This design comes from an exercise in tuning for small area, a short achievable clock period and few clock cycles per item on the open sky130 flow, not from production work.
Only simulation tests tie the RTL to the original design; equivalence was not proved.

File: flow/design.v
`timescale 1ns/10ps
`default_nettype none
package fmul_pkg;
  localparam int word_w    = 32;
  localparam int exp_w     = 8;
  localparam int frac_w    = 23;
  localparam int sig_w     = 24;
  localparam int prod_w    = 48;
  localparam int exp_ext_w = 10;
  typedef logic [word_w-1:0]           fp_word_t;
  typedef logic [exp_w-1:0]            exp_t;
  typedef logic [frac_w-1:0]           frac_t;
  typedef logic [sig_w-1:0]            sig_t;
  typedef logic [prod_w-1:0]           prod_t;
  typedef logic signed [exp_ext_w-1:0] exp_ext_t;
  localparam int   exp_bias = 127;
  localparam exp_t exp_max  = 8'hFF;
  localparam fp_word_t qnan_pos = 32'h7FC0_0000;
  localparam fp_word_t qnan_neg = 32'hFFC0_0000;
  localparam int flags_w = 4;
  localparam int flag_nx = 0;
  localparam int flag_uf = 1;
  localparam int flag_of = 2;
  localparam int flag_nv = 3;
  typedef logic [flags_w-1:0] flags_t;
  typedef enum logic [1:0] {
    cls_zero,
    cls_normal,
    cls_inf,
    cls_nan
  } op_class_e;
endpackage
`default_nettype wire
`timescale 1ns/10ps
`default_nettype none
import fmul_pkg::*;
module fmul_special (
  input  logic     clk,
  input  logic     rst_n,
  input  logic     valid_in,
  input  logic     ready_in,
  input  fmul_pkg::fp_word_t op_a,
  input  fmul_pkg::fp_word_t op_b,
  output logic     valid_out,
  output logic     ready_out,
  output logic     sign_a,
  output logic     sign_b,
  output fmul_pkg::exp_t     exp_a,
  output fmul_pkg::exp_t     exp_b,
  output fmul_pkg::frac_t    frac_a,
  output fmul_pkg::frac_t    frac_b,
  output logic     spec_override,
  output fmul_pkg::fp_word_t spec_result,
  output fmul_pkg::flags_t   spec_flags
);
  function automatic fmul_pkg::op_class_e classify(input fmul_pkg::fp_word_t op);
    fmul_pkg::exp_t  e;
    fmul_pkg::frac_t f;
    e = op[frac_w +: exp_w];
    f = op[frac_w-1:0];
    if (e == '0) classify = cls_zero;
    else if (e != exp_max) classify = cls_normal;
    else if (f != '0) classify = cls_nan;
    else classify = cls_inf;
  endfunction
  fmul_pkg::op_class_e cls_a;
  fmul_pkg::op_class_e cls_b;
  logic      sign_r;
  logic      take;
  logic      override_d;
  fmul_pkg::fp_word_t  result_d;
  fmul_pkg::flags_t    flags_d;
  assign cls_a     = classify(op_a);
  assign cls_b     = classify(op_b);
  assign sign_r    = op_a[word_w-1] ^ op_b[word_w-1];
  assign ready_out = !valid_out || ready_in;
  assign take      = valid_in && ready_out;
  always_comb begin
    override_d = 1'b1;
    result_d   = '0;
    flags_d    = '0;
    if (cls_a == cls_nan || cls_b == cls_nan) begin
      result_d         = qnan_pos;
      flags_d[flag_nv] = 1'b1;
    end else if ((cls_a == cls_inf && cls_b == cls_zero) ||
                 (cls_a == cls_zero && cls_b == cls_inf)) begin
      result_d         = qnan_neg;
      flags_d[flag_nv] = 1'b1;
    end else if (cls_a == cls_inf || cls_b == cls_inf) begin
      result_d = {sign_r, exp_max, {frac_w{1'b0}}};
    end else if (cls_a == cls_zero || cls_b == cls_zero) begin
      result_d = {sign_r, {(word_w-1){1'b0}}};
    end else begin
      override_d = 1'b0;
    end
  end
  always_ff @(posedge clk or negedge rst_n) begin
    if (!rst_n) begin
      valid_out <= 1'b0;
    end else if (ready_out) begin
      valid_out <= valid_in;
    end
  end
  always_ff @(posedge clk) begin
    if (take) begin
      sign_a        <= op_a[word_w-1];
      sign_b        <= op_b[word_w-1];
      exp_a         <= op_a[frac_w +: exp_w];
      exp_b         <= op_b[frac_w +: exp_w];
      frac_a        <= (cls_a == cls_zero) ? '0 : op_a[frac_w-1:0];
      frac_b        <= (cls_b == cls_zero) ? '0 : op_b[frac_w-1:0];
      spec_override <= override_d;
      spec_result   <= result_d;
      spec_flags    <= flags_d;
    end
  end
endmodule
`default_nettype wire
`timescale 1ns/10ps
`default_nettype none
import fmul_pkg::*;
module fmul_multiply (
  input  logic     clk,
  input  logic     rst_n,
  input  logic     valid_in,
  input  logic     ready_in,
  input  logic     sign_a,
  input  logic     sign_b,
  input  fmul_pkg::exp_t     exp_a,
  input  fmul_pkg::exp_t     exp_b,
  input  fmul_pkg::frac_t    frac_a,
  input  fmul_pkg::frac_t    frac_b,
  input  logic     spec_override,
  input  fmul_pkg::fp_word_t spec_result,
  input  fmul_pkg::flags_t   spec_flags,
  output logic     valid_out,
  output logic     ready_out,
  output logic     sign,
  output fmul_pkg::exp_ext_t exp_sum,
  output fmul_pkg::prod_t    prod,
  output logic     spec_override_q,
  output fmul_pkg::fp_word_t spec_result_q,
  output fmul_pkg::flags_t   spec_flags_q
);
  fmul_pkg::sig_t     sig_a;
  fmul_pkg::sig_t     sig_b;
  fmul_pkg::exp_ext_t exp_sum_d;
  logic     take;
  assign sig_a = {exp_a != '0, frac_a};
  assign sig_b = {exp_b != '0, frac_b};
  assign exp_sum_d = fmul_pkg::exp_ext_t'(exp_a) + fmul_pkg::exp_ext_t'(exp_b) - fmul_pkg::exp_ext_t'(exp_bias);
  assign ready_out = !valid_out || ready_in;
  assign take      = valid_in && ready_out;
  always_ff @(posedge clk or negedge rst_n) begin
    if (!rst_n) begin
      valid_out <= 1'b0;
    end else if (ready_out) begin
      valid_out <= valid_in;
    end
  end
  always_ff @(posedge clk) begin
    if (take) begin
      sign            <= sign_a ^ sign_b;
      exp_sum         <= exp_sum_d;
      prod            <= sig_a * sig_b;
      spec_override_q <= spec_override;
      spec_result_q   <= spec_result;
      spec_flags_q    <= spec_flags;
    end
  end
endmodule
`default_nettype wire
`timescale 1ns/10ps
`default_nettype none
import fmul_pkg::*;
module fmul_round (
  input  logic     clk,
  input  logic     rst_n,
  input  logic     valid_in,
  input  logic     ready_in,
  input  logic     sign,
  input  fmul_pkg::exp_ext_t exp_sum,
  input  fmul_pkg::prod_t    prod,
  input  logic     spec_override,
  input  fmul_pkg::fp_word_t spec_result,
  input  fmul_pkg::flags_t   spec_flags,
  output logic     valid_out,
  output logic     ready_out,
  output logic     sign_q,
  output fmul_pkg::exp_t     exp_final,
  output fmul_pkg::frac_t    frac_final,
  output fmul_pkg::flags_t   flags,
  output logic     spec_override_q,
  output fmul_pkg::fp_word_t spec_result_q
);
  fmul_pkg::prod_t          prod_n;
  fmul_pkg::exp_ext_t       exp_norm;
  fmul_pkg::sig_t           kept;
  logic           guard;
  logic           rnd;
  logic           sticky;
  logic           round_up;
  logic [sig_w:0] sig_rnd;
  fmul_pkg::frac_t          frac_post;
  fmul_pkg::exp_ext_t       exp_post;
  logic           overflow;
  logic           underflow;
  fmul_pkg::exp_t           exp_res;
  fmul_pkg::frac_t          frac_res;
  fmul_pkg::flags_t         calc_flags;
  logic           take;
  assign prod_n   = prod[prod_w-1] ? prod : prod << 1;
  assign exp_norm = exp_sum + fmul_pkg::exp_ext_t'(prod[prod_w-1]);
  assign kept   = prod_n[prod_w-1 -: sig_w];
  assign guard  = prod_n[prod_w-sig_w-1];
  assign rnd    = prod_n[prod_w-sig_w-2];
  assign sticky = |prod_n[prod_w-sig_w-3:0];
  assign round_up  = guard && (rnd || sticky || kept[0]);
  assign sig_rnd   = {1'b0, kept} + {{sig_w{1'b0}}, round_up};
  assign frac_post = sig_rnd[sig_w] ? sig_rnd[frac_w:1] : sig_rnd[frac_w-1:0];
  assign exp_post  = exp_norm + fmul_pkg::exp_ext_t'(sig_rnd[sig_w]);
  assign overflow  = !exp_post[exp_ext_w-1] && (exp_post[exp_ext_w-2:0] >= 9'(exp_max));
  assign underflow = exp_post[exp_ext_w-1] || (exp_post == '0);
  always_comb begin
    calc_flags = '0;
    exp_res    = exp_post[exp_w-1:0];
    frac_res   = frac_post;
    if (overflow) begin
      exp_res             = exp_max;
      frac_res            = '0;
      calc_flags[flag_of] = 1'b1;
      calc_flags[flag_nx] = 1'b1;
    end else if (underflow) begin
      exp_res             = '0;
      frac_res            = '0;
      calc_flags[flag_uf] = 1'b1;
      calc_flags[flag_nx] = 1'b1;
    end else begin
      calc_flags[flag_nx] = guard || rnd || sticky;
    end
    if (spec_override) calc_flags = '0;
  end
  assign ready_out = !valid_out || ready_in;
  assign take      = valid_in && ready_out;
  always_ff @(posedge clk or negedge rst_n) begin
    if (!rst_n) begin
      valid_out <= 1'b0;
    end else if (ready_out) begin
      valid_out <= valid_in;
    end
  end
  always_ff @(posedge clk) begin
    if (take) begin
      sign_q          <= sign;
      exp_final       <= exp_res;
      frac_final      <= frac_res;
      flags           <= spec_flags | calc_flags;
      spec_override_q <= spec_override;
      spec_result_q   <= spec_result;
    end
  end
endmodule
`default_nettype wire
`timescale 1ns/10ps
`default_nettype none
import fmul_pkg::*;
module fmul_pack (
  input  logic     clk,
  input  logic     rst_n,
  input  logic     valid_in,
  input  logic     ready_in,
  input  logic     sign,
  input  fmul_pkg::exp_t     exp_final,
  input  fmul_pkg::frac_t    frac_final,
  input  fmul_pkg::flags_t   flags,
  input  logic     spec_override,
  input  fmul_pkg::fp_word_t spec_result,
  output logic     valid_out,
  output logic     ready_out,
  output fmul_pkg::fp_word_t result,
  output fmul_pkg::flags_t   flags_out
);
  fmul_pkg::fp_word_t result_d;
  logic     take;
  assign result_d  = spec_override ? spec_result : {sign, exp_final, frac_final};
  assign ready_out = !valid_out || ready_in;
  assign take      = valid_in && ready_out;
  always_ff @(posedge clk or negedge rst_n) begin
    if (!rst_n) begin
      valid_out <= 1'b0;
      result    <= '0;
      flags_out <= '0;
    end else begin
      if (ready_out) begin
        valid_out <= valid_in;
      end
      if (take) begin
        result    <= result_d;
        flags_out <= flags;
      end
    end
  end
endmodule
`default_nettype wire
`timescale 1ns/10ps
`default_nettype none
import fmul_pkg::*;
module fmul_top (
  input  logic     clk,
  input  logic     rst_n,
  input  fmul_pkg::fp_word_t op_a,
  input  fmul_pkg::fp_word_t op_b,
  input  logic     start,
  input  logic     ready_in,
  output logic     valid_out,
  output logic     ready_out,
  output fmul_pkg::fp_word_t result,
  output fmul_pkg::flags_t   flags
);
  logic     s1_valid;
  logic     s1_sign_a;
  logic     s1_sign_b;
  fmul_pkg::exp_t     s1_exp_a;
  fmul_pkg::exp_t     s1_exp_b;
  fmul_pkg::frac_t    s1_frac_a;
  fmul_pkg::frac_t    s1_frac_b;
  logic     s1_override;
  fmul_pkg::fp_word_t s1_result;
  fmul_pkg::flags_t   s1_flags;
  logic     s2_valid;
  logic     s2_ready;
  logic     s2_sign;
  fmul_pkg::exp_ext_t s2_exp_sum;
  fmul_pkg::prod_t    s2_prod;
  logic     s2_override;
  fmul_pkg::fp_word_t s2_result;
  fmul_pkg::flags_t   s2_flags;
  logic     s3_valid;
  logic     s3_ready;
  logic     s3_sign;
  fmul_pkg::exp_t     s3_exp;
  fmul_pkg::frac_t    s3_frac;
  fmul_pkg::flags_t   s3_flags;
  logic     s3_override;
  fmul_pkg::fp_word_t s3_result;
  logic     s4_ready;
  fmul_special u_special (
    .clk(clk), .rst_n(rst_n),
    .valid_in(start), .ready_in(s2_ready), .op_a(op_a), .op_b(op_b),
    .valid_out(s1_valid), .ready_out(ready_out),
    .sign_a(s1_sign_a), .sign_b(s1_sign_b), .exp_a(s1_exp_a), .exp_b(s1_exp_b),
    .frac_a(s1_frac_a), .frac_b(s1_frac_b),
    .spec_override(s1_override), .spec_result(s1_result), .spec_flags(s1_flags)
  );
  fmul_multiply u_multiply (
    .clk(clk), .rst_n(rst_n),
    .valid_in(s1_valid), .ready_in(s3_ready),
    .sign_a(s1_sign_a), .sign_b(s1_sign_b), .exp_a(s1_exp_a), .exp_b(s1_exp_b),
    .frac_a(s1_frac_a), .frac_b(s1_frac_b),
    .spec_override(s1_override), .spec_result(s1_result), .spec_flags(s1_flags),
    .valid_out(s2_valid), .ready_out(s2_ready),
    .sign(s2_sign), .exp_sum(s2_exp_sum), .prod(s2_prod),
    .spec_override_q(s2_override), .spec_result_q(s2_result), .spec_flags_q(s2_flags)
  );
  fmul_round u_round (
    .clk(clk), .rst_n(rst_n),
    .valid_in(s2_valid), .ready_in(s4_ready),
    .sign(s2_sign), .exp_sum(s2_exp_sum), .prod(s2_prod),
    .spec_override(s2_override), .spec_result(s2_result), .spec_flags(s2_flags),
    .valid_out(s3_valid), .ready_out(s3_ready),
    .sign_q(s3_sign), .exp_final(s3_exp), .frac_final(s3_frac), .flags(s3_flags),
    .spec_override_q(s3_override), .spec_result_q(s3_result)
  );
  fmul_pack u_pack (
    .clk(clk), .rst_n(rst_n),
    .valid_in(s3_valid), .ready_in(ready_in),
    .sign(s3_sign), .exp_final(s3_exp), .frac_final(s3_frac), .flags(s3_flags),
    .spec_override(s3_override), .spec_result(s3_result),
    .valid_out(valid_out), .ready_out(s4_ready),
    .result(result), .flags_out(flags)
  );
endmodule
`default_nettype wire
File: flow/run.sh
#!/bin/bash
# synth_recipe.tcl (not shown) runs the flow's synth.tcl, then flattens the netlist and writes it again
# the make line also repeats each setting of config.mk as NAME=value (left out here)
make -C /OpenROAD-flow-scripts/flow DESIGN_CONFIG=/design/flow/config.mk WORK_HOME=/design/flow/orfs CLKGATE_MAP_FILE= SYNTH_SCRIPT=/design/flow/synth_recipe.tcl finish
File: flow/config.mk
export PLATFORM = sky130hd
export DESIGN_NAME = fmul_top
export DESIGN_NICKNAME = fmul_top
export VERILOG_FILES = /design/flow/design.v
export SDC_FILE = /design/flow/constraint.sdc
export NUM_CORES = 4
export LEC_CHECK = 0
export CAP_MARGIN = 20
export CORE_MARGIN = 2
export CORE_UTILIZATION = 40
export SLEW_MARGIN = 20
File: flow/constraint.sdc
create_clock -name core_clock -period 8.0 [get_ports {clk}]
set_input_delay 1.6000 -clock core_clock [delete_from_list [all_inputs] [get_ports {clk}]]
set_output_delay 1.6000 -clock core_clock [all_outputs]
set_load 0.01 [all_outputs]
==> run summary <==
## worst max path at each step
stage	slack, ns	endpoint	startpoint
2_1_floorplan	1.12	u_multiply.prod[47]$_DFFE_PP_	u_special.exp_a[1]$_DFFE_PP_
3_3_place_gp	0.47	u_multiply.prod[46]$_DFFE_PP_	u_special.frac_b[12]$_SDFFCE_PP0P_
3_5_place_dp	0.31	u_multiply.prod[46]$_DFFE_PP_	u_special.frac_b[2]$_SDFFCE_PP0P_
4_1_cts	0.23	u_multiply.prod[46]$_DFFE_PP_	u_special.frac_b[2]$_SDFFCE_PP0P_
5_1_grt	0.01	u_multiply.prod[47]$_DFFE_PP_	u_special.frac_a[12]$_SDFFCE_PP0P_
6_report	0.31	u_multiply.prod[47]$_DFFE_PP_	u_special.frac_a[12]$_SDFFCE_PP0P_
## stage by stage
| stage | area [um2] | hold slack [ns] | worst slack (ns) |
|---|---|---|---|
| after floorplan | 28000 | 0.400 | 1.12 |
| final | 31200 | 0.401 | 0.310 |
| after global routing | 31200 | 0.428 | 0.0111 |
| after global placement | 30300 | 0.407 | 0.466 |
| after detailed placement | 30300 | 0.406 | 0.314 |
| after CTS | 31100 | 0.401 | 0.231 |
## metal layers
metal	global-route usage, %	vias to the layer above	wire, um
met5	0	-	13
met4	8.33	2	3140
met3	3.98	154	5790
met2	36.0	648	35900
met1	27.5	10209	30300
li1	-	9072	-
## state kept, by name, indices dropped and copies added (netlist names), 3 cells and up
name / flops
u_pack.result: 32
u_special.frac_b: 23
u_round.exp_final: 8
u_round.spec_result_q: 3
u_multiply.exp_sum: 10
u_round.frac_final: 23
u_multiply.spec_result_q: 3
u_special.exp_a: 8
u_pack.flags_out: 4
u_multiply.prod: 48
u_special.frac_a: 23
u_special.exp_b: 8
u_round.flags: 4
u_special.spec_result: 3
## logic make-up (layout without fill, tap and decap cells)
family          count (synthesis)  in the layout  synth area share (%)
compound gates                256            256                  5.65
xor+xnor                       90             90                  2.81
fa+ha+maj                     670            670                  42.9
buf+inv                       667            758                  9.01
flops                         213            213                  22.1
mux                            23             23                 0.853
simple gates                  961            961                  16.7
## area by class of cell
type,count,area share (%)
flip-flops and latches,213,19.8
clock buffers,32,2.19
clock inverters,14,0.537
repair buffers,186,5.42
well taps,940,3.77
inverters,526,6.32
multi-input cells,2000,61.9
## what timing repair did
item | in CTS | in global routing
gates resized for setup | 0 | 3
setup buffers | 0 | 8
endpoints found under the hold margin | 0 | 0
endpoints found under the setup margin | 0 | 5
## cells in the mapped netlist, types with 4 or more instances
| library cell | instances |
|---|---|
| a21oi_1 | 83 |
| or2_2 | 6 |
| nor4_1 | 26 |
| nand2b_1 | 14 |
| o21bai_1 | 7 |
| mux2i_1 | 16 |
| nor2_1 | 57 |
| nor3_1 | 18 |
| a21o_1 | 32 |
| buf_1 | 5 |
| a31oi_1 | 7 |
| dfrtp_1 | 40 |
| nand2_1 | 481 |
| clkbuf_1 | 130 |
| and3_1 | 9 |
| nand4_1 | 25 |
| mux2_2 | 7 |
| nor2b_1 | 11 |
| xnor2_1 | 49 |
| o21ai_0 | 75 |
| nand3_1 | 27 |
| a41oi_1 | 4 |
| o211ai_1 | 4 |
| edfxtp_1 | 173 |
| ha_1 | 186 |
| xor2_1 | 41 |
| a211oi_1 | 8 |
| fa_1 | 484 |
| and2_1 | 270 |
| inv_1 | 526 |
==> run summary <==
Clock Path Buffers=3; r2r endpoint=u_multiply.prod[47]$_DFFE_PP_; Syn Nets=3618; Syn Area/Cell=9.73 um2; Cells after DPL=about 3900; Crit Path Class=reg2reg; number of remaining DRC errors=0; dpl hpwl=59.3 mm; final hold vios=0; asr flop ratio synth=a little under a fifth; max incr delay on CP=just under 0.7 ns; setup TNS=0 ns; die footprint=72200 um2; setup violators final=0; CP max-delay cell=edfxtp_1; row cnt=97; CTS tree=yes; mapped cell area=28000 um2; most common cell after layout, fill and taps aside=inv_1; Main synth FF type=edfxtp_1; Area Overhead vs Synth=11.4%; Synth top area share=about a third; Sink Count=213; clock-pin transition on the worst setup and hold timing paths=0.06 ns; status=no timing/DRC/antenna violations; Slew Viols, Final=0; biggest area consumer among synthesized cells=fa_1; TritonRoute pass-1 iters=5; CP top delay family=adder cells; n_diodes=0; filler cell count=6620; hold bufs inserted after CTS=0; maximum achievable frequency=130 MHz; WL/cell=19.2 um; CTS buffer count=26; starting density of the core=between 40% and 50%; post-route ant nets=0; CP Data Required Time=8.25 ns; Syn. warnings=4; critical path cell sequence=buf_4 -> nand2_1 -> fa_1 -> inv_1 -> fa_1 -> inv_1 -> fa_1 -> inv_1 -> fa_1 -> inv_1 -> fa_1 -> fa_1 -> inv_1 -> fa_1 -> ha_1 -> a21oi_1 -> o21ai_1 -> nor2_1 -> a21o_1 -> o41ai_2 -> a41oi_1 -> o311ai_0 -> o211ai_1; Crit path arrival time=7.94 ns; fin nets=3691; Synth Instances=2880; non-filler cells, final=3911; period utilization=96.1%; register area share after synthesis=22.1%; reg-to-reg setup timing slack=0.31 ns; via count=20085; Core ar.=69700 um2; worst hold start=u_multiply.sign$_DFFE_PP_; Post-synth EDFFs=about 170; final core occ=44.8%; total gr overflow=0; Vert. Die Dim=269 um; RSZ-0062 raised after global routing=no; CTS HTree Levels=1; most frequent CP cell=fa_1; layout cells sized above 1=5.08%; multi-input logic area=between 15000 and 20000 um2; depth of the worst hold-timing path=0; worst hold path class=reg2reg; root buffer cell=clkbuf_16; Netlist cell types=68; total wire length=75.1 mm; max cap viols=0; Vias per Instance=roughly 5.1; worst clock skew=between 0.03 and 0.04 ns; CP endpoint kind=flop; Crit Path Max Fanout=14; slew at the pin with the worst max-slew slack=1.16 ns; antenna violations before repair=4; Port Buffers=approximately 110; Die Width=269 um; ranking of synthesized cells by area=fa_1, edfxtp_1, ha_1; Sequential Area=about 6200 um2; most frequent cells in the layout=inv_1, fa_1, nand2_1; Placer Congestion=0.916; Critical Path Stages=23; largest net degree at the start of global routing=69; post-layout min period=roughly 7.7 ns; hold path endpoint=u_round.sign_q$_DFFE_PP_; max_slew headroom=22.5%; vias in the first global route=21699; I/O pin total=106; worst-skew pair later-pin latency=slightly below 0.6 ns; FF+latch count, synth=around 210; Detailed Route Iter0 Violations=1493; critical path startpoint category=flop; Total Routing Usage GR=21.5%; FF-to-FF path depth=23; RR Startpoint=u_special.frac_a[12]$_SDFFCE_PP0P_; worst path bufs/invs=6; first-pass GRT wire length=between 100 and 150 mm
Testbench counts, summed over its fixed seeds: cycles 8,032, items 8,000.

==> re-timing with driven ports <==
The flow's constraints put no driver on any port. The routed layout listed below was extracted and timed again, unchanged, in two steps.
Step 1 assumes that a clkbuf_16 drives the clock port and a buf_2 every other input.
Step 2 moves the port delays by t, midway between the first and last clock arrival at a register: inputs arrive t later, outputs are due t later. That takes back most of the time a late clock gives input paths.
Three values: no drivers, after step 1, after step 2; two values: the first two.
t (ns): 0.607
setup slack, ns: 0.310 / 0.310 / 0.310
latest minus earliest clock arrival (ns): 0.038 / 0.038
After both steps setup and hold are still met in this run. The setup slack of this run moves by 0.000 ns with the drivers and by 0.000 ns with both steps.
